What follows belongs to an exercise in optimizing a design on an open flow for small area, a short achievable clock period and few clock cycles; a production flow would make more cautious choices.
The RTL was checked by simulation tests, not by an equivalence proof against the original design.
Power is estimated from default activity; no workload was simulated.

==> flow/design.v <==
`default_nettype none
package riscv_alu_pkg;
	localparam int XLEN = 32;
	function automatic logic [4:0] high_index(input logic [XLEN-1:0] x);
		logic [XLEN-1:0] w;
		w = x;
		for (int k = 4; k >= 0; k--) begin
			high_index[k] = ((w >> (1 << k)) != '0);
			if (high_index[k]) begin
				w = w >> (1 << k);
			end
			w = w & ((XLEN'(1) << (1 << k)) - XLEN'(1));
		end
	endfunction
	function automatic logic [5:0] bit_len(input logic [XLEN-1:0] x);
		bit_len = '0;
		for (int i = 0; i < XLEN; i++) begin
			if (x[i]) bit_len = 6'(i + 1);
		end
	endfunction
	function automatic logic [5:0] first_one(input logic [XLEN-1:0] x);
		first_one = 6'd32;
		for (int i = XLEN - 1; i >= 0; i--) begin
			if (x[i]) first_one = 6'(i);
		end
	endfunction
	function automatic logic [XLEN-1:0] carries(input logic [XLEN-1:0] p,
		input logic [XLEN-1:0] g, input logic cin);
		logic [XLEN-1:0] gt;
		logic [XLEN-1:0] pt;
		logic [XLEN-1:0] gn;
		logic [XLEN-1:0] pn;
		gt = g;
		pt = p;
		gt[0] = g[0] | (p[0] & cin);
		for (int d = 1; d < XLEN; d = d * 2) begin
			gn = gt;
			pn = pt;
			for (int i = 0; i < XLEN; i++) begin
				if ((i / d) % 2 == 1) begin
					gn[i] = gt[i] | (pt[i] & gt[(i / d) * d - 1]);
					pn[i] = pt[i] & pt[(i / d) * d - 1];
				end
			end
			gt = gn;
			pt = pn;
		end
		carries = gt;
	endfunction
endpackage
`default_nettype wire
`timescale 1ns/10ps
`default_nettype none
module riscv_alu_arith (
	input  logic [6:0]  op_i,
	input  logic [31:0] a_i,
	input  logic [31:0] b_i,
	input  logic [31:0] x_i,
	input  logic [31:0] y_i,
	input  logic        inv_i,
	input  logic        cin_i,
	output logic [31:0] sum_o,
	output logic        cout_o,
	output logic [31:0] p_o,           
	output logic [31:0] g_o,           
	output logic [31:0] yi_o,          
	output logic        cmp_o,
	output logic        take_a_o       
);
	logic [31:0] yi;
	logic [31:0] p;
	logic [31:0] g;
	logic [31:0] gc;                   
	logic        ltu;
	logic        lt;
	logic        eq;
	assign yi = y_i ^ {32{inv_i}};
	assign p  = x_i ^ yi;
	assign g  = x_i & yi;
	assign gc = riscv_alu_pkg::carries(p, g, cin_i);
	assign sum_o  = p ^ {gc[30:0], cin_i};
	assign cout_o = gc[31];
	assign p_o    = p;
	assign yi_o   = yi;
	assign g_o    = g;
	assign ltu = ~gc[31];
	assign lt  = op_i[0] ? ltu : (ltu ^ a_i[31] ^ b_i[31]);
	assign eq  = &p;
	always_comb begin
		case (op_i[3:1])
			3'b000, 3'b001: cmp_o = lt;
			3'b010, 3'b011: cmp_o = lt | eq;
			3'b100:         cmp_o = ~(lt | eq);
			3'b101:         cmp_o = ~lt;
			default:        cmp_o = eq ^ op_i[0];
		endcase
	end
	assign take_a_o = lt ^ op_i[1];
endmodule
`default_nettype wire
`timescale 1ns/10ps
`default_nettype none
module riscv_alu_shifter (
	input  logic [6:0]  op_i,
	input  logic [31:0] a_i,
	input  logic [4:0]  amt_i,
	output logic [31:0] result_o
);
	logic        shift_left;
	logic        shift_arith;
	logic        rotate;
	logic [4:0]  r;
	logic [31:0] rot;
	logic [31:0] keep;
	logic        fill;
	assign shift_left  = ~op_i[4] & op_i[1] & op_i[0];
	assign shift_arith = ~op_i[4] & ~op_i[1] & ~op_i[0];
	assign rotate      = op_i[4] | (op_i[1] & ~op_i[0]);
	always_comb begin
		for (int i = 0; i < 5; i++) begin
			r[i] = amt_i[i] ^ (shift_left & ((amt_i & 5'((1 << i) - 1)) != 5'd0));
		end
	end
	always_comb begin
		rot = a_i;
		for (int k = 0; k < 5; k++) begin
			if (r[k]) begin
				rot = (rot >> (1 << k)) | (rot << (32 - (1 << k)));
			end
		end
	end
	always_comb begin
		for (int i = 0; i < 32; i++) begin
			keep[i] = rotate | (shift_left ? (5'(i) >= amt_i) : (5'(31 - i) >= amt_i));
		end
	end
	assign fill     = shift_arith & a_i[31];
	assign result_o = (rot & keep) | ({32{fill}} & ~keep);
endmodule
`default_nettype wire
`timescale 1ns/10ps
`default_nettype none
module riscv_alu_bit_count (
	input  logic [6:0]  op_i,
	input  logic [31:0] a_i,
	output logic [5:0]  count_o,
	output logic [5:0]  a_len_o
);
	logic [5:0]  popcnt;
	logic        inv;
	logic [31:0] x;
	logic        fl1;
	logic [4:0]  hi;
	logic [5:0]  ff1;
	logic        a_zero;
	logic pc_1, pc_2, pc_3, pc_4, pc_5, pc_6, pc_7, pc_8, pc_9, pc_10, pc_11, pc_12, pc_13, pc_14, pc_15, pc_16, pc_17, pc_18, pc_19, pc_20, pc_21, pc_22, pc_23, pc_24, pc_25, pc_26, pc_27, pc_28, pc_29, pc_30, pc_31, pc_32, pc_33, pc_34, pc_35, pc_36, pc_37, pc_38, pc_39, pc_40, pc_41, pc_42, pc_43, pc_44, pc_45, pc_46, pc_47, pc_48, pc_49, pc_50, pc_51, pc_52, pc_53, pc_54, pc_55, pc_56, pc_57, pc_58;
	assign pc_1 = a_i[0] ^ a_i[1] ^ a_i[2];
	assign pc_2 = (a_i[0] & a_i[1]) | (a_i[0] & a_i[2]) | (a_i[1] & a_i[2]);
	assign pc_3 = a_i[3] ^ a_i[4] ^ a_i[5];
	assign pc_4 = (a_i[3] & a_i[4]) | (a_i[3] & a_i[5]) | (a_i[4] & a_i[5]);
	assign pc_5 = a_i[6] ^ a_i[7] ^ a_i[8];
	assign pc_6 = (a_i[6] & a_i[7]) | (a_i[6] & a_i[8]) | (a_i[7] & a_i[8]);
	assign pc_7 = a_i[9] ^ a_i[10] ^ a_i[11];
	assign pc_8 = (a_i[9] & a_i[10]) | (a_i[9] & a_i[11]) | (a_i[10] & a_i[11]);
	assign pc_9 = a_i[12] ^ a_i[13] ^ a_i[14];
	assign pc_10 = (a_i[12] & a_i[13]) | (a_i[12] & a_i[14]) | (a_i[13] & a_i[14]);
	assign pc_11 = a_i[15] ^ a_i[16] ^ a_i[17];
	assign pc_12 = (a_i[15] & a_i[16]) | (a_i[15] & a_i[17]) | (a_i[16] & a_i[17]);
	assign pc_13 = a_i[18] ^ a_i[19] ^ a_i[20];
	assign pc_14 = (a_i[18] & a_i[19]) | (a_i[18] & a_i[20]) | (a_i[19] & a_i[20]);
	assign pc_15 = a_i[21] ^ a_i[22] ^ a_i[23];
	assign pc_16 = (a_i[21] & a_i[22]) | (a_i[21] & a_i[23]) | (a_i[22] & a_i[23]);
	assign pc_17 = a_i[24] ^ a_i[25] ^ a_i[26];
	assign pc_18 = (a_i[24] & a_i[25]) | (a_i[24] & a_i[26]) | (a_i[25] & a_i[26]);
	assign pc_19 = a_i[27] ^ a_i[28] ^ a_i[29];
	assign pc_20 = (a_i[27] & a_i[28]) | (a_i[27] & a_i[29]) | (a_i[28] & a_i[29]);
	assign pc_21 = a_i[30] ^ a_i[31];
	assign pc_22 = a_i[30] & a_i[31];
	assign pc_23 = pc_1 ^ pc_3 ^ pc_5;
	assign pc_24 = (pc_1 & pc_3) | (pc_1 & pc_5) | (pc_3 & pc_5);
	assign pc_25 = pc_7 ^ pc_9 ^ pc_11;
	assign pc_26 = (pc_7 & pc_9) | (pc_7 & pc_11) | (pc_9 & pc_11);
	assign pc_27 = pc_13 ^ pc_15 ^ pc_17;
	assign pc_28 = (pc_13 & pc_15) | (pc_13 & pc_17) | (pc_15 & pc_17);
	assign pc_29 = pc_19 ^ pc_21;
	assign pc_30 = pc_19 & pc_21;
	assign pc_31 = pc_2 ^ pc_4 ^ pc_6;
	assign pc_32 = (pc_2 & pc_4) | (pc_2 & pc_6) | (pc_4 & pc_6);
	assign pc_33 = pc_8 ^ pc_10 ^ pc_12;
	assign pc_34 = (pc_8 & pc_10) | (pc_8 & pc_12) | (pc_10 & pc_12);
	assign pc_35 = pc_14 ^ pc_16 ^ pc_18;
	assign pc_36 = (pc_14 & pc_16) | (pc_14 & pc_18) | (pc_16 & pc_18);
	assign pc_37 = pc_20 ^ pc_22;
	assign pc_38 = pc_20 & pc_22;
	assign pc_39 = pc_23 ^ pc_25 ^ pc_27;
	assign pc_40 = (pc_23 & pc_25) | (pc_23 & pc_27) | (pc_25 & pc_27);
	assign pc_41 = pc_24 ^ pc_26 ^ pc_28;
	assign pc_42 = (pc_24 & pc_26) | (pc_24 & pc_28) | (pc_26 & pc_28);
	assign pc_43 = pc_30 ^ pc_31 ^ pc_33;
	assign pc_44 = (pc_30 & pc_31) | (pc_30 & pc_33) | (pc_31 & pc_33);
	assign pc_45 = pc_35 ^ pc_37;
	assign pc_46 = pc_35 & pc_37;
	assign pc_47 = pc_32 ^ pc_34 ^ pc_36;
	assign pc_48 = (pc_32 & pc_34) | (pc_32 & pc_36) | (pc_34 & pc_36);
	assign pc_49 = pc_40 ^ pc_41 ^ pc_43;
	assign pc_50 = (pc_40 & pc_41) | (pc_40 & pc_43) | (pc_41 & pc_43);
	assign pc_51 = pc_42 ^ pc_44 ^ pc_46;
	assign pc_52 = (pc_42 & pc_44) | (pc_42 & pc_46) | (pc_44 & pc_46);
	assign pc_53 = pc_47 ^ pc_38;
	assign pc_54 = pc_47 & pc_38;
	assign pc_55 = pc_50 ^ pc_51 ^ pc_53;
	assign pc_56 = (pc_50 & pc_51) | (pc_50 & pc_53) | (pc_51 & pc_53);
	assign pc_57 = pc_52 ^ pc_54 ^ pc_48;
	assign pc_58 = (pc_52 & pc_54) | (pc_52 & pc_48) | (pc_54 & pc_48);
	assign popcnt = {1'b0 , pc_58 , pc_56 , pc_55 , pc_49 , pc_39} + {1'b0 , 1'b0 , pc_57 , 1'b0 , pc_45 , pc_29};
	assign inv    = a_i[31] & op_i[0] & ~(op_i[2] & op_i[1]);
	assign x      = a_i ^ {32{inv}};
	assign fl1    = op_i[2] & op_i[1] & op_i[0];
	assign hi     = riscv_alu_pkg::high_index(fl1 ? a_i : {x[30:0], 1'b1});
	assign ff1    = riscv_alu_pkg::first_one(a_i);
	assign a_zero = ~|a_i;
	assign a_len_o = x[31] ? 6'd32 : ({1'b0, hi} + 6'(inv));
	always_comb begin
		case (op_i[1:0])
			2'b00:   count_o = popcnt;
			2'b01:   count_o = a_zero ? 6'd0 : {1'b0, ~hi};
			2'b10:   count_o = ff1;
			default: count_o = a_zero ? 6'd32 : {1'b0, hi};
		endcase
	end
endmodule
`default_nettype wire
`timescale 1ns/10ps
`default_nettype none
module riscv_alu_div (
	input  logic        clk_i,
	input  logic        rst_n_i,
	input  logic        req_i,         
	input  logic        ex_ready_i,
	input  logic [6:0]  op_i,
	input  logic [31:0] a_i,
	input  logic [31:0] b_i,
	input  logic [5:0]  a_len_i,       
	input  logic [31:0] rot_i,         
	input  logic [31:0] sum_i,         
	input  logic        cout_i,
	input  logic [31:0] yi_i,          
	output logic [4:0]  rot_amt_o,
	output logic        align_o,
	output logic [31:0] dvd_o,
	output logic        busy_o,
	output logic        done_o,
	output logic [31:0] p_o,           
	output logic [31:0] mag_o,         
	output logic        neg_b_o,       
	output logic        neg_res_o,
	output logic        b_zero_o,
	output logic        ready_o
);
	logic        sgn;
	logic        neg_a;
	logic        neg_b;
	logic        b_zero;
	logic [5:0]  b_len;
	logic        fast;
	logic [5:0]  span;
	logic [31:0] top_mask;
	logic        start;
	logic        last;
	logic        align_q;
	logic        busy_q;
	logic        done_q;
	logic        sel_rem_q;
	logic        neg_b_q;
	logic        neg_res_q;
	logic [4:0]  cnt_q;
	logic [31:0] rem_q;
	logic [31:0] dvd_q;
	logic [31:0] p;
	logic        q;
	logic [31:0] rem1;
	logic [31:0] p2;
	logic [31:0] c2;
	logic [31:0] t2;
	logic        q2;
	logic        neg_res;
	assign sgn    = op_i[0];
	assign neg_a  = sgn & a_i[31];
	assign neg_b  = sgn & b_i[31];
	assign b_zero = ~|b_i;
	assign b_len  = riscv_alu_pkg::bit_len(b_i ^ {32{neg_b}});
	assign fast = b_zero | (a_len_i < b_len);
	assign span = a_len_i - b_len + 6'd2;
	assign rot_amt_o = {cnt_q[3:0], 1'b0};
	always_comb begin
		for (int i = 0; i < 32; i++) begin
			top_mask[i] = (cnt_q[3:0] == 4'd0) || ((6'(i) + {1'b0, cnt_q[3:0], 1'b0}) >= 6'd32);
		end
	end
	assign start = req_i & ~fast & ~align_q & ~busy_q & ~done_q;
	assign last  = busy_q & (cnt_q[3:0] == 4'd1);
	always_ff @(posedge clk_i or negedge rst_n_i) begin
		if (!rst_n_i) begin
			align_q <= 1'b0;
			busy_q  <= 1'b0;
			done_q  <= 1'b0;
		end else begin
			align_q <= start;
			if (align_q) begin
				busy_q <= 1'b1;
			end else if (last) begin
				busy_q <= 1'b0;
			end
			if (last) begin
				done_q <= 1'b1;
			end else if (ex_ready_i) begin
				done_q <= 1'b0;
			end
		end
	end
	assign p    = {rem_q[30:0], dvd_q[31]};
	assign q    = rem_q[31] | cout_i;
	assign rem1 = q ? sum_i : p;
	assign p2 = {rem1[30:0], dvd_q[30]};
	assign c2 = riscv_alu_pkg::carries(p2 ^ yi_i, p2 & yi_i, ~neg_b_q);
	assign t2 = p2 ^ yi_i ^ {c2[30:0], ~neg_b_q};
	assign q2 = rem1[31] | c2[31];
	always_ff @(posedge clk_i) begin
		if (busy_q) begin
			rem_q <= q2 ? t2 : p2;
			dvd_q <= {dvd_q[29:0], q, q2};
			cnt_q <= cnt_q - 5'd1;
		end else if (align_q) begin
			rem_q <= rot_i & ~top_mask;
			dvd_q <= rot_i & top_mask;
		end else if (!done_q) begin
			dvd_q     <= sum_i;
			cnt_q     <= {1'b0, (span[5] ? 4'd0 : span[4:1])};
			sel_rem_q <= op_i[1];
			neg_b_q   <= neg_b;
			neg_res_q <= neg_res;
		end
	end
	assign p_o     = p;
	assign mag_o   = sel_rem_q ? rem_q : dvd_q;
	assign neg_res = sgn & a_i[31] & (op_i[1] | ~b_i[31]) | neg_b & ~op_i[1] & ~a_i[31];
	assign b_zero_o = b_zero;
	assign ready_o   = done_q | (~busy_q & ~align_q & ~(req_i & ~fast));
	assign align_o   = align_q;
	assign dvd_o     = dvd_q;
	assign busy_o    = busy_q;
	assign done_o    = done_q;
	assign neg_b_o   = neg_b_q;
	assign neg_res_o = neg_res_q;
endmodule
`default_nettype wire
`timescale 1ns/10ps
`default_nettype none
module riscv_alu (
	input  logic                           clk_i,
	input  logic                           rst_n_i,
	input  logic                           enable_i,
	input  logic [6:0]                     operator_i,
	input  logic [31:0]                    operand_a_i,
	input  logic [31:0]                    operand_b_i,
	input  logic                           ex_ready_i,
	output logic [31:0]                    result_o,
	output logic                           comparison_result_o,
	output logic                           ready_o
);
	logic [6:0]  op;
	logic [31:0] a;
	logic [31:0] b;
	logic        g_cmp;
	logic        g_minmax;
	logic        g_and;
	logic        g_addsub;
	logic        g_shift;
	logic        g_or;
	logic        g_xor;
	logic        g_div;
	logic        g_count;
	logic        sub;
	logic        neg_a;
	logic [31:0] add_x;
	logic [31:0] add_y;
	logic        add_inv;
	logic        add_cin;
	logic [31:0] sum;
	logic        cout;
	logic [31:0] prop;
	logic [31:0] gen;
	logic [31:0] add_yi;
	logic        cmp;
	logic        take_a;
	logic        div_b_zero;
	logic        sel_a;
	logic        sel_b;
	logic        sel_sum;
	logic        sel_ones;
	logic [31:0] shift_in;
	logic [4:0]  shift_amt;
	logic [31:0] shift_result;
	logic [5:0]  count;
	logic [5:0]  a_len;
	logic [4:0]  rot_amt;
	logic        div_align;
	logic [31:0] div_dvd;
	logic        div_busy;
	logic        div_done;
	logic [31:0] div_p;
	logic [31:0] div_mag;
	logic        div_neg_b;
	logic        div_neg_res;
	logic        div_ready;
	assign op = operator_i;
	assign a  = operand_a_i;
	assign b  = operand_b_i;
	assign g_cmp    = ~op[5] & ~op[4];
	assign g_minmax = ~op[5] &  op[4] & ~op[3] & ~op[2];
	assign g_and    = ~op[5] &  op[4] & ~op[3] &  op[2];
	assign g_addsub = ~op[5] &  op[4] &  op[3];
	assign g_shift  =  op[5] & ~op[4] & ~op[3];
	assign g_or     =  op[5] & ~op[4] &  op[3] & ~op[0];
	assign g_xor    =  op[5] & ~op[4] &  op[3] &  op[0];
	assign g_div    =  op[5] &  op[4] & ~op[2];
	assign g_count  =  op[5] &  op[4] &  op[2];
	assign sub   = ~op[5] & (~op[4] | (~op[3] & ~op[2]) | (op[3] & op[0]));
	assign neg_a = op[0] & a[31];
	assign add_x = div_busy ? div_p : ((div_done | g_div) ? 32'b0 : a);
	assign add_y = div_done ? div_mag : ((g_div & ~div_busy) ? a : b);
	always_comb begin
		if (!g_div) begin
			add_inv = sub;
			add_cin = sub;
		end else if (div_busy) begin
			add_inv = ~div_neg_b;
			add_cin = ~div_neg_b;
		end else if (div_done) begin
			add_inv = div_neg_res;
			add_cin = div_neg_res;
		end else begin
			add_inv = neg_a;
			add_cin = neg_a;
		end
	end
	riscv_alu_arith arith_i (
		.op_i(op), .a_i(a), .b_i(b), .x_i(add_x), .y_i(add_y), .inv_i(add_inv),
		.cin_i(add_cin), .sum_o(sum), .cout_o(cout), .p_o(prop), .g_o(gen), .yi_o(add_yi), .cmp_o(cmp),
		.take_a_o(take_a)
	);
	assign shift_in  = div_align ? div_dvd : a;
	assign shift_amt = div_align ? rot_amt : b[4:0];
	riscv_alu_shifter shifter_i (
		.op_i(op), .a_i(shift_in), .amt_i(shift_amt), .result_o(shift_result)
	);
	riscv_alu_bit_count bit_count_i (
		.op_i(op), .a_i(a), .count_o(count), .a_len_o(a_len)
	);
	riscv_alu_div div_i (
		.clk_i(clk_i), .rst_n_i(rst_n_i), .req_i(enable_i & g_div), .ex_ready_i(ex_ready_i),
		.op_i(op), .a_i(a), .b_i(b), .a_len_i(a_len), .rot_i(shift_result),
		.sum_i(sum), .cout_i(cout), .yi_i(add_yi), .rot_amt_o(rot_amt), .align_o(div_align), .dvd_o(div_dvd), .busy_o(div_busy),
		.done_o(div_done), .p_o(div_p), .mag_o(div_mag), .neg_b_o(div_neg_b), .neg_res_o(div_neg_res),
		.b_zero_o(div_b_zero), .ready_o(div_ready)
	);
	assign sel_a    = (g_minmax & take_a) | (g_div & ~div_done & op[1]);
	assign sel_b    = g_minmax & ~take_a;
	assign sel_sum  = g_addsub | (g_div & div_done);
	assign sel_ones = g_div & ~div_done & ~op[1] & div_b_zero;
	assign result_o =
		({32{g_cmp}}    & {31'b0, cmp}) |
		({32{sel_a}}    & a) |
		({32{sel_b}}    & b) |
		({32{g_and | g_or}} & gen) |
		({32{g_or | g_xor}} & prop) |
		({32{sel_sum}}  & sum) |
		({32{g_shift}}  & shift_result) |
		{32{sel_ones}} |
		({32{g_count}}  & {26'b0, count});
	assign comparison_result_o = cmp;
	assign ready_o = div_ready;
endmodule
`default_nettype wire
==> flow/flow/run.sh <==
#!/bin/bash
# The standard layout, with the port buffers that buffer_ports inserts
# chosen as buf_2 instead of its default pick (a slow delay buffer), and
# timing repair limited to the moves: unbuffer,sizeup,swap,buffer.
set -e
echo 'export BUFFER_PORTS_ARGS = -buffer_cell sky130_fd_sc_hd__buf_2' >> config.mk
echo 'export SETUP_MOVE_SEQUENCE = unbuffer,sizeup,swap,buffer' >> config.mk
bash standard.sh > standard.log 2>&1
==> flow/standard.sh <==
#!/bin/bash
# synth_recipe.tcl (not shown) runs the flow's synth.tcl, then flattens the netlist and writes it again
# the make line also repeats each setting of config.mk as NAME=value (left out here)
make -C /OpenROAD-flow-scripts/flow DESIGN_CONFIG=/design/flow/config.mk WORK_HOME=/design/flow/orfs CLKGATE_MAP_FILE= SYNTH_SCRIPT=/design/flow/synth_recipe.tcl "${@:-finish}"
==> flow/config.mk <==
export PLATFORM = sky130hd
export DESIGN_NAME = riscv_alu
export DESIGN_NICKNAME = riscv_alu
export VERILOG_FILES = /design/flow/design.v
export SDC_FILE = /design/flow/constraint.sdc
export NUM_CORES = 4
export LEC_CHECK = 0
export ABC_AREA = 1
export CAP_MARGIN = 20
export CORE_MARGIN = 2
export CORE_UTILIZATION = 40
export SETUP_SLACK_MARGIN = 2.5
export SLEW_MARGIN = 20
export BUFFER_PORTS_ARGS = -buffer_cell sky130_fd_sc_hd__buf_2
export SETUP_MOVE_SEQUENCE = unbuffer,sizeup,swap,buffer
==> flow/constraint.sdc <==
create_clock -name core_clock -period 12.0 [get_ports {clk_i}]
set_input_delay 2.4000 -clock core_clock [delete_from_list [all_inputs] [get_ports {clk_i}]]
set_output_delay 2.4000 -clock core_clock [all_outputs]
set_load 0.01 [all_outputs]
==> summary.md, run 1 <==
| Metric | Value |
|---|---|
| Status | finished clean |
| Synth area leader | nand2_1 |
| Worst slew margin | 20.53% |
| TritonCTS Buffers | 9 |
| Commonest cells after routing, fill and taps aside | 697 x nand2_1, 280 x inv_1, 272 x o21ai_0 |
| Synth cell types | 64 |
| Htree depth | 3 |
| Pin count of the biggest net entering global routing | 68 |
| Pre-CTS setup slack | 1.428 ns |
| 1st-iter DRT viols | 3,032 |
| Rows | 74 |
| Placed cell count | 3,220 |
| Die extent in y | 206.3 um |
| Pleak | 8.681 nW |
| Clock sinks | 74 |
| Final period utilization | 79.26% |
| CP max stage delay | 0.40 ns |
| Smallest setup slack after layout | 2.489 ns |
| Clk latency of the worst-skew pair | 0.36 ns |
| Async set-reset flop share out of synthesis | 4.054% |
| Vias in the first global route | 18,430 |
| Warnings from Yosys | 5 |
| Antenna-violating nets left | 0 |
| Worst Path Arrival | 7.11 ns |
| Least-Margin Pin Slew | 1.180 ns |
| Top-area cell type share of the netlist area | 16.33% |
| Fin crit period | 9.511 ns |
| EDFF count, synth | 71 |
| Routed length per instance | 25.27 um |
| CP Data Required Time | 9.60 ns |
| Die area | 42,560 um^2 |
| Critical Path Fanout Max | 61 |
| Nets | 2,974 |
| Clock skew | 0.01068 ns |
| Clk slew on worst S/H paths | 0.07 ns |
| Unrepaired setup endpoints after global routing | yes |
| Pwr dens | 339.4 nW/um^2 |
| Root Driver | clkbuf_16 |
| First-pass GRT wire length | 119.1 mm |
| Post-synthesis average cell area | 6.111 um^2 |
| Net Count, Synth | 2,886 |
| Critical path type | in2out |
| Routed vias | 20,490 |
| Port Buffers | 107 |
| Final WL | 83.54 mm |
| Ports | 109 |
| GR Overflow Total | 0 |
| Seq/Total Area, Yosys | 13.48% |
| Startpoint class of the critical path | input port |
| Yosys reg bits | 74 |
| CTS tree | yes |
| Die Wd | 206.3 um |
| Layout filler cell count | 4,317 |
| CORE AREA | 40,650 um^2 |
| Synth Flop Type | edfxtp_1 |
| Hold Buf Count CTS | 0 |
| Design Area, Final | 19,060 um^2 |
| Max-slew violations | 0 |
| Fin. Hold Viols | 0 |
| Clk buf depth | 2 |
| Initial antenna violation count | 4 |
| Achievable frequency | 105.1 MHz |
| Most common cell after layout, fill and taps aside | nand2_1 |
| Setup TNS | 0 ns |
| Via/cell ratio | 6.199 |
| Drt first pass iters | 6 |
| Peak VDD IR | 0.0003287 V |
| Overall Power | 6.467 mW |
| Worst setup EP type | output port |
| RePlAce Congestion | 1.084 |
| DP HPWL | 65.06 mm |
| Mapped cell area | 16,370 um^2 |
| Mapped Cells | 2,679 |
| Slowest cell on the critical path | fa_2 |
| Hold crit path type | reg2reg |
| Tot GR Track Use | 38.13% |
| Final std cells w/o fill | 3,306 |
| # DRC | 0 |
| Most used cell, CP | nor2_4 |
| Initial Utilization | 40.28% |
| Synth top area cells | nand2_1 16%, edfxtp_1 13%, o21ai_0 9.0% |
| Final setup fails | 0 |
| Share of layout cells above drive strength 1 | 15.69% |
| Area grow syn2layout | 16.41% |
| Dpl cell area | 17,340 um^2 |
| # Max-Cap Violations | 0 |
final timing paths:
| path | start | end | slack (ns) | cells after the start |
|---|---|---|---|---|
| setup / recovery | operator_i[1] | ready_o | 2.49 | 32 |
| hold / removal | div_i.dvd_q[21] | div_i.dvd_q[23] | 0.63 | 2 |
| setup reg to reg | div_i.done_q | div_i.rem_q[26] | 4.26 | 36 |
| hold reg to reg | div_i.dvd_q[21] | div_i.dvd_q[23] | 0.63 | 2 |
| max in group asynchronous | rst_n_i | div_i.busy_q | 9.99 | 1 |
| min in group asynchronous | rst_n_i | div_i.align_q | 1.85 | 1 |
cells in the mapped netlist, types with 40 or more instances:
cell,instances
a21oi_1,151
nor2_1,188
xor2_1,101
o21ai_0,294
edfxtp_1,71
clkbuf_1,96
a22oi_1,47
inv_1,295
o211ai_1,68
ha_1,92
fa_1,40
nand2_1,712
nand3_1,131
repair_timing:
action / in CTS / in global routing
endpoints found under the setup margin: 67 / 67
pin swaps: 18 / 47
endpoints found under the hold margin: 0 / 0
cloned: 0 / 0
buffers inserted: 25 / 43
gates resized for setup: 80 / 142
sequential cells by signal, indices dropped and copies added, names as in the netlist:
name / flops
div_i.neg_b_q: 1
div_i.sel_rem_q: 1
div_i.align_q: 1
div_i.rem_q: 32
div_i.busy_q: 1
div_i.neg_res_q: 1
div_i.done_q: 1
div_i.cnt_q: 4
div_i.dvd_q: 32
kinds of logic after synthesis:
family / synth area share [%]
AND/OR/NAND/NOR: 28.83
adder cells (fa/ha/maj): 11.92
XOR/XNOR: 6.046
AO/OA/AOI/OAI: 28.25
buffers and inverters: 11.10
flip-flops: 13.48
multiplexers: 0.3745
routing by layer:
layer | routed length [um] | vias up | global-route usage (%) | part of all wire (%)
li1 | - | 9296 | - | -
met3 | 11330 | 242 | 9.950 | 14
met4 | 5677 | 2 | 22.96 | 6.8
met1 | 32710 | 9530 | 51.24 | 39
met2 | 33810 | 1423 | 54.30 | 40
met5 | 9 | - | 0 | 0.011
area by class of cell:
cell class,instances,area (um^2),share of cell area [%]
clock inverters,7,36.28,0.1904
flip-flops and latches,74,2211,11.60
repair buffers,221,1518,7.964
well taps,532,665.6,3.493
multi-input cells,2149,13170,69.11
clock buffers,9,225.2,1.182
diodes,2,5.005,0.02626
inverters,312,1226,6.434
stage by stage:
step / util (%) / hold WS, ns
final: 46.88 / 0.6333
after global placement: 42.67 / 0.6047
after floorplan: - / 0.5509
after global routing: 46.87 / 0.6630
after CTS: 44.71 / 0.6176
after detailed placement: 42.67 / 0.6090
critical path: cells and delay by family:
family / cells / cell delay (ns)
buffers and inverters: 6 / 0.59
and+or+nand+nor: 17 / 2.25
AOI/OAI and AO/OA: 5 / 0.89
adders and majority gates: 4 / 0.92
report_power, final:
group	leakage, nW	internal [mW]	switching (mW)
logic	7.78	1.90	3.57
clock network	0.132	0.138	0.129
registers	0.770	0.571	0.160
total	8.68	2.61	3.86
Testbench counts, summed over its fixed seeds: cycles 29,602.
==> inputs of run 2 (changes only) <==
==> flow/flow/run.sh (replaced) <==
#!/bin/bash
# The standard layout, with the port buffers that buffer_ports inserts
# chosen as buf_2 instead of its default pick (a slow delay buffer), and
# timing repair limited to the moves: unbuffer,sizeup,swap.
set -e
echo 'export BUFFER_PORTS_ARGS = -buffer_cell sky130_fd_sc_hd__buf_2' >> config.mk
echo 'export SETUP_MOVE_SEQUENCE = unbuffer,sizeup,swap' >> config.mk
bash standard.sh > standard.log 2>&1
--- a/flow/config.mk
+++ b/flow/config.mk
@@ -12,4 +12,4 @@
 export SETUP_SLACK_MARGIN = 2.5
 export SLEW_MARGIN = 20
 export BUFFER_PORTS_ARGS = -buffer_cell sky130_fd_sc_hd__buf_2
-export SETUP_MOVE_SEQUENCE = unbuffer,sizeup,swap,buffer
+export SETUP_MOVE_SEQUENCE = unbuffer,sizeup,swap
==> run 2 against run 1 <==
Compared with the run above: clock skew increased by 0.00072 ns; still clean; critical path type unchanged; utilization decreased by 0.75 points; synthesized area unchanged; clock-buffer cell count unchanged; largest cell class unchanged; synthesized cell count unchanged; critical path depth decreased by 8; cell count decreased by 2.0%; fmax decreased by 1.0%.
==> summary.md, run 2 <==
| Metric | Value |
|---|---|
| 1st-iter DRT viols | 3,084 |
| Nets | 2,906 |
| CORE AREA | 40,650 um^2 |
| Synth Flop Type | edfxtp_1 |
| Top-count cell post-synth | nand2_1 |
| Clk slew on worst S/H paths | 0.07 ns |
| Pre-CTS setup slack | 1.428 ns |
| Final period utilization | 80.06% |
| Via/cell ratio | 6.226 |
| DP HPWL | 65.06 mm |
| Largest regs | div_i.dvd_q: 32 flops, div_i.rem_q: 32 flops, div_i.cnt_q: 4 flops |
| Die area | 42,560 um^2 |
| Drt first pass iters | 9 |
| # Max-Cap Violations | 0 |
| Pin count of the biggest net entering global routing | 68 |
| Synth cell count leaders | 712 x nand2_1, 295 x inv_1, 294 x o21ai_0 |
| Root Driver | clkbuf_16 |
| Final std cells w/o fill | 3,239 |
| Synth top area cells | nand2_1 16%, edfxtp_1 13%, o21ai_0 9.0% |
| Critical path type | in2out |
| Share of layout cells above drive strength 1 | 13.83% |
| Achievable frequency | 104.1 MHz |
| Final WL | 82.61 mm |
| Worst reg-to-reg setup slack | 4.24 ns |
| # DRC | 0 |
| Htree depth | 3 |
| CP cell instances | buf_12 -> nor3_4 -> buf_6 -> inv_4 -> nor2_4 -> o211ai_1 -> nand3_4 -> buf_12 -> xor2_2 -> ha_1 -> a21oi_1 -> o21ai_0 -> a21oi_2 -> o221ai_2 -> a21oi_2 -> nand2_4 -> or2_4 -> nand3_4 -> nand2_4 -> nor3_4 -> buf_6 -> clkinvlp_4 -> o211ai_1 -> buf_2 |
| Peak VDD IR | 0.0003373 V |
| Routed vias | 20,170 |
| Smallest setup slack after layout | 2.393 ns |
| CP bufs+invs | 7 |
| Initial antenna violation count | 3 |
| RR Startpoint | div_i.done_q |
| Hold Path Stages | 2 |
| Antenna-violating nets left | 0 |
| Fin crit period | 9.607 ns |
| Design Area, Final | 18,750 um^2 |
| Least-Margin Pin Slew | 1.204 ns |
| Clk buf depth | 2 |
| Final setup fails | 0 |
| Mapped Cells | 2,679 |
| Vias in the first global route | 18,300 |
| Crit. Startpoint | operator_i[2] |
| Rows | 74 |
| EDFF count, synth | 71 |
| RePlAce Congestion | 1.084 |
| Initial Utilization | 40.28% |
| Pwr dens | 348.5 nW/um^2 |
| Setup TNS | 0 ns |
| Seq/Total Area, Yosys | 13.48% |
| Tot GR Track Use | 38.03% |
| Area grow syn2layout | 14.54% |
| Net Count, Synth | 2,886 |
| Pleak | 8.404 nW |
| CP max stage delay | 0.35 ns |
| Dpl cell area | 17,340 um^2 |
| Routed length per instance | 25.51 um |
| Fin. Hold Viols | 0 |
| Hold endpoint | div_i.dvd_q[23] |
| Clk latency of the worst-skew pair | 0.36 ns |
| GR Overflow Total | 0 |
| Hold Buf Count CTS | 0 |
| Hold crit path type | reg2reg |
| Synth cell types | 64 |
| R2R cell count | 37 |
| Post-synthesis average cell area | 6.111 um^2 |
| First-pass GRT wire length | 118.9 mm |
| CTS tree | yes |
| Core Util, Final | 46.13% |
| Startpoint class of the critical path | input port |
| Top-area cell type share of the netlist area | 16.33% |
| Warnings from Yosys | 5 |
| Crit-path leading delay family | compound AO/OA/AOI/OAI gates |
| Unrepaired setup endpoints after global routing | yes |
| Status | finished clean |
| Mapped cell area | 16,370 um^2 |
| Die Wd | 206.3 um |
| Ports | 109 |
| Most common cell after layout, fill and taps aside | nand2_1 |
| Clock skew | 0.01140 ns |
| Slowest cell on the critical path | o211ai_1 |
| Commonest cells after routing, fill and taps aside | 693 x nand2_1, 280 x inv_1, 274 x o21ai_0 |
| CP Data Required Time | 9.60 ns |
| Yosys reg bits | 74 |
| Max-slew violations | 0 |
| Critical Path Fanout Max | 19 |
| Worst slew margin | 18.89% |
| Clock sinks | 74 |
| Die extent in y | 206.3 um |
| Worst setup EP type | output port |
| Placed cell count | 3,220 |
| TritonCTS Buffers | 9 |
| Final hold slack | 0.6123 ns |
| Synth area leader | nand2_1 |
| Min-delay src | div_i.dvd_q[21] |
| Overall Power | 6.534 mW |
| Async set-reset flop share out of synthesis | 4.054% |
| Worst Path Arrival | 7.21 ns |
| Reg2reg end | div_i.rem_q[17] |
| Port Buffers | 107 |
-- run 2: cell types whose count changed in the layout (fill, tap and decap cells not counted), sizes merged --
cell / delta
buf: -69
clkbuf: +1
clkinv: +1
clkinvlp: +1
diode: +1
inv: -2
-- run 2: cell type report --
class                           count  area [um^2]
Fill cell                        4324        21900
Multi-Input combinational cell   2149        13280
Sequential cell                    74         2211
Inverter                          312         1251
Timing Repair Buffer              153         1077
Tap cell                          532        665.6
Clock buffer                        9        225.2
Clock inverter                      7        36.28
Antenna cell                        3        7.507
-- run 2: cells by family after synthesis --
kind of cell               Yosys count  synth area share (%)
AOI/OAI and AO/OA                  767                 28.25
xor gates and xnor gates           113                 6.046
and+or+nand+nor                   1131                 28.83
buffers and inverters              456                 11.10
muxes                                6                0.3745
DFF                                 74                 13.48
adders and majority gates          132                 11.92
-- run 2: repair_timing --
item                                    CTS  global route
pin swaps                                42            37
resized for setup                       145           115
buffers inserted                          0             0
cloned                                    0             0
endpoints found under the setup margin   67            67
-- run 2: worst max-delay path by stage --
stage | endpoint | depth (start not counted)
2_1_floorplan | result_o[0] | 29
3_3_place_gp | div_i.rem_q[26] | 47
3_5_place_dp | div_i.rem_q[26] | 45
4_1_cts | ready_o | 36
5_1_grt | result_o[0] | 33
6_report | result_o[2] | 24
-- run 2: worst min-delay path, stage by stage (launching register included) --
cell	delay (ns)
edfxtp_1	0.38
nand2_1	0.06
o221ai_1	0.06
-- run 2: layer usage --
layer	track usage (%)	share of wire, %
met1	51.69	40
met2	53.69	40
met3	8.940	13
met4	23.98	7.2
met5	0	0.013
-- run 2: where the power goes --
| part | internal [mW] | switching (mW) | total, mW |
|---|---|---|---|
| Sequential | 0.571 | 0.162 | 0.733 |
| Combinational | 1.92 | 3.61 | 5.54 |
| Clock | 0.138 | 0.127 | 0.265 |
==> inputs of run 3 (changes only) <==
==> flow/run.sh (new file) <==
#!/bin/bash
# synth_recipe.tcl (not shown) runs the flow's synth.tcl, then flattens the netlist and writes it again
# the make line also repeats each setting of config.mk as NAME=value (left out here)
make -C /OpenROAD-flow-scripts/flow DESIGN_CONFIG=/design/flow/config.mk WORK_HOME=/design/flow/orfs CLKGATE_MAP_FILE= SYNTH_SCRIPT=/design/flow/synth_recipe.tcl finish
--- a/flow/config.mk
+++ b/flow/config.mk
@@ -9,7 +9,5 @@
 export CAP_MARGIN = 20
 export CORE_MARGIN = 2
 export CORE_UTILIZATION = 40
-export SETUP_SLACK_MARGIN = 2.5
+export SETUP_SLACK_MARGIN = 3
 export SLEW_MARGIN = 20
-export BUFFER_PORTS_ARGS = -buffer_cell sky130_fd_sc_hd__buf_2
-export SETUP_MOVE_SEQUENCE = unbuffer,sizeup,swap
removed: flow/flow/run.sh
removed: flow/standard.sh
==> run 3 against run 2 <==
Compared with the run above: global-route usage rose by 5.5 points; clock power is 8.7% higher; largest power group unchanged; routed wire length is 16% higher; worst hold slack improved by 0.051 ns; cell count is 8.3% higher; flip-flop and latch count unchanged; largest cell class unchanged; setup slack improved by 0.17 ns; register-to-register slack worse by 0.21 ns; critical path type unchanged; clock skew grew 0.0075 ns; die area is the same; combinational power up 16%; synthesized area unchanged.
==> summary.md, run 3 <==
| Metric | Value |
|---|---|
| Hold Path Stages | 2 |
| Root Driver | clkbuf_16 |
| Final period utilization | 78.61% |
| Placed cell count | 3,261 |
| Clk slew on worst S/H paths | 0.06 ns |
| RR Startpoint | div_i.done_q |
| Final WL | 95.98 mm |
| Pleak | 10.12 nW |
| Design Area, Final | 22,680 um^2 |
| # Max-Cap Violations | 0 |
| Synth top area cells | nand2_1 16%, edfxtp_1 13%, o21ai_0 9.0% |
| Met1 Usage GRT | 56.64% |
| Htree depth | 3 |
| Pin count of the biggest net entering global routing | 55 |
| Routed vias | 22,000 |
| Die area | 42,560 um^2 |
| Fin. Hold Viols | 0 |
| Post-synthesis average cell area | 6.111 um^2 |
| Switching Power | 4.312 mW |
| Overall Power | 7.496 mW |
| GR Overflow Total | 0 |
| Mapped Cells | 2,679 |
| Antenna-violating nets left | 0 |
| Routed length per instance | 27.35 um |
| CP Data Required Time | 9.60 ns |
| Top-area cell type share of the netlist area | 16.33% |
| Slowest cell on the critical path | fa_2 |
| Via/cell ratio | 6.269 |
| Commonest cells after routing, fill and taps aside | 658 x nand2_1, 262 x inv_1, 245 x o21ai_0 |
| Rows | 74 |
| Startpoint class of the critical path | input port |
| Most common cell after layout, fill and taps aside | nand2_1 |
| Critical path type | in2out |
| Int Power | 3.185 mW |
| Min-delay src | div_i.dvd_q[11] |
| Met2 Use GR | 62.20% |
| DP HPWL | 69.25 mm |
| Initial Utilization | 40.28% |
| Critical Path Fanout Max | 6 |
| Worst setup EP type | output port |
| Flop pwr share | 10.1% |
| Worst slew margin | 24.01% |
| # DRC | 0 |
| Ports | 109 |
| Async set-reset flop share out of synthesis | 4.054% |
| Mapped cell area | 16,370 um^2 |
| Initial antenna violation count | 3 |
| Status | finished clean |
| Pwr dens | 330.5 nW/um^2 |
| Die Wd | 206.3 um |
| Hold crit path type | reg2reg |
| First-pass GRT wire length | 134.3 mm |
| Achievable frequency | 106.0 MHz |
| 1st-iter DRT viols | 3,171 |
| Tot GR Track Use | 43.53% |
| Final std cells w/o fill | 3,509 |
| Area grow syn2layout | 38.54% |
| Top-count cell post-synth | nand2_1 |
| CORE AREA | 40,650 um^2 |
| R2R cell count | 47 |
| RePlAce Congestion | 1.042 |
| Largest regs | div_i.dvd_q: 32 flops, div_i.rem_q: 32 flops, div_i.cnt_q: 4 flops |
| Nets | 3,178 |
| Seq/Total Area, Yosys | 13.48% |
| Yosys reg bits | 74 |
| Clk buf depth | 2 |
| Clk latency of the worst-skew pair | 0.37 ns |
| Clock sinks | 74 |
| Synth cell types | 64 |
| TritonCTS Buffers | 9 |
| Synth area leader | nand2_1 |
| Peak VDD IR | 0.0003690 V |
| Global Route met3 Usage | 12.99% |
| Synth cell count leaders | 712 x nand2_1, 295 x inv_1, 294 x o21ai_0 |
| Reg2reg end | div_i.rem_q[31] |
| Die extent in y | 206.3 um |
| Unrepaired setup endpoints after global routing | yes |
| Clock skew | 0.01890 ns |
| Clock power frac | 3.8% |
| Fin crit period | 9.433 ns |
| Warnings from Yosys | 5 |
| Final setup fails | 0 |
| Max-slew violations | 0 |
| Port Buffers | 107 |
| Most used cell, CP | buf_12 |
| Worst reg-to-reg setup slack | 4.03 ns |
| Synth Flop Type | edfxtp_1 |
| Share of layout cells above drive strength 1 | 25.98% |
| CP max stage delay | 0.35 ns |
| CTS tree | yes |
| Worst Path Arrival | 7.03 ns |
| EDFF count, synth | 71 |
| Comb pwr share | 86.1% |
| Least-Margin Pin Slew | 1.128 ns |
| Hold endpoint | div_i.dvd_q[13] |
| Net Count, Synth | 2,886 |
| Drt first pass iters | 6 |
| Setup TNS | 0 ns |
| Dpl cell area | 18,180 um^2 |
| Vias in the first global route | 19,990 |
| Grt peak-use layer | met2 |
| Sw frac | 57.52% |
run 3: cell types whose count changed in the layout (fill, tap and decap cells not counted), sizes merged, moves of 2 or more:
cell / previous run / this run
nand2: 728 / 732
buf: 152 / 352
dlymetal6s2s: 0 / 2
clkdlybuf4s50: 0 / 34
inv: 299 / 303
dlygate4sd2: 0 / 11
clkdlybuf4s15: 0 / 11
clkbuf: 10 / 17
clkinv: 12 / 8
run 3: final cells by class:
cell class / instances / area, um^2
inverters: 312 / 1294
flip-flops and latches: 74 / 2211
repair inverters: 2 / 13.76
fillers: 3993 / 17970
clock inverters: 6 / 57.56
repair buffers: 418 / 3832
diodes: 2 / 5.005
well taps: 532 / 665.6
clock buffers: 9 / 225.2
multi-input cells: 2154 / 14380
run 3: worst max-delay path by stage:
stage	from	endpoint	slack (ns)
4_1_cts	operator_i[0]	ready_o	2.84
2_1_floorplan	operator_i[4]	result_o[31]	3.02
3_3_place_gp	operator_i[0]	ready_o	0.64
5_1_grt	operator_i[0]	ready_o	2.36
3_5_place_dp	operator_i[0]	ready_o	0.62
6_report	operator_i[0]	ready_o	2.57
run 3: critical path: cells and delay by family:
family / cells / cell delay [ns]
fa+ha+maj: 4 / 0.88
compound gates: 5 / 0.93
simple gates: 14 / 1.72
xor+xnor: 1 / 0.14
buf+inv: 8 / 0.92
run 3: logic make-up after synthesis:
group	Yosys count	synth area share, %
buf+inv	456	11.10
flops	74	13.48
compound gates	767	28.25
mux	6	0.3745
simple gates	1131	28.83
fa+ha+maj	132	11.92
xor+xnor	113	6.046
run 3: through the flow:
stage / setup slack (ns) / utilization, % / hold slack, ns
detailed placement: 0.6180 / 44.74 / 0.6414
global route: 2.358 / 55.79 / 0.6873
CTS: 2.839 / 52.27 / 0.6588
finish: 2.567 / 55.80 / 0.6629
floorplan: 3.017 / - / 0.5509
global placement: 0.6415 / 44.74 / 0.6321
run 3: metal layers:
metal,vias up,routed length (um)
li1,9713,-
met1,10280,35900
met2,1613,38260
met3,393,13830
met4,2,7979
met5,-,14
run 3: repair_timing:
| action | 4_1_cts | 5_1_grt |
|---|---|---|
| resized for setup | 585 | 241 |
| hold buffers | 0 | 0 |
| gates cloned | 11 | 2 |
| setup buffers | 153 | 65 |
| endpoints found under the setup margin | 68 | 67 |
| pin swaps | 117 | 114 |
run 3: power by group through the flow:
stage,logic [mW],clock network (mW),registers (mW)
6_report,6.45,0.288,0.754
5_1_grt,7.00,0.291,0.761
4_1_cts,5.67,0.285,0.736
3_5_place_dp,5.16,0,0.740
3_3_place_gp,5.05,0,0.740
2_1_floorplan,3.67,0,0.641

-- what the ideal ports hide --
No port has a modelled driver above. Below, the same layouts with a new extraction and two added sets of constraints. Step 1 assumes that a clkbuf_16 drives the clock port and a buf_2 every other input. Step 2 times the ports against the registers' clock, not the clock port: input delays grow and output delays shrink by t, the midpoint of the rising clock arrivals with the driver on. Slacks: ideal ports / drivers / drivers and shift; pairs: ideal ports / drivers.
run | shift t [ns] | setup WS [ns] | worst setup path after step 2 | cell pins on the clock port's net
run 1 | 0.404 | 2.489 / 2.437 / 2.437 | input to output | 1
run 2 | 0.404 | 2.393 / 2.338 / 2.338 | input to output | 1
run 3 | 0.410 | 2.567 / 2.491 / 2.491 | input to output | 1
After both steps every run listed still meets setup and hold. For run 3, which loses most, drivers alone change the setup slack by -0.076 ns; drivers and shift together by -0.076 ns.
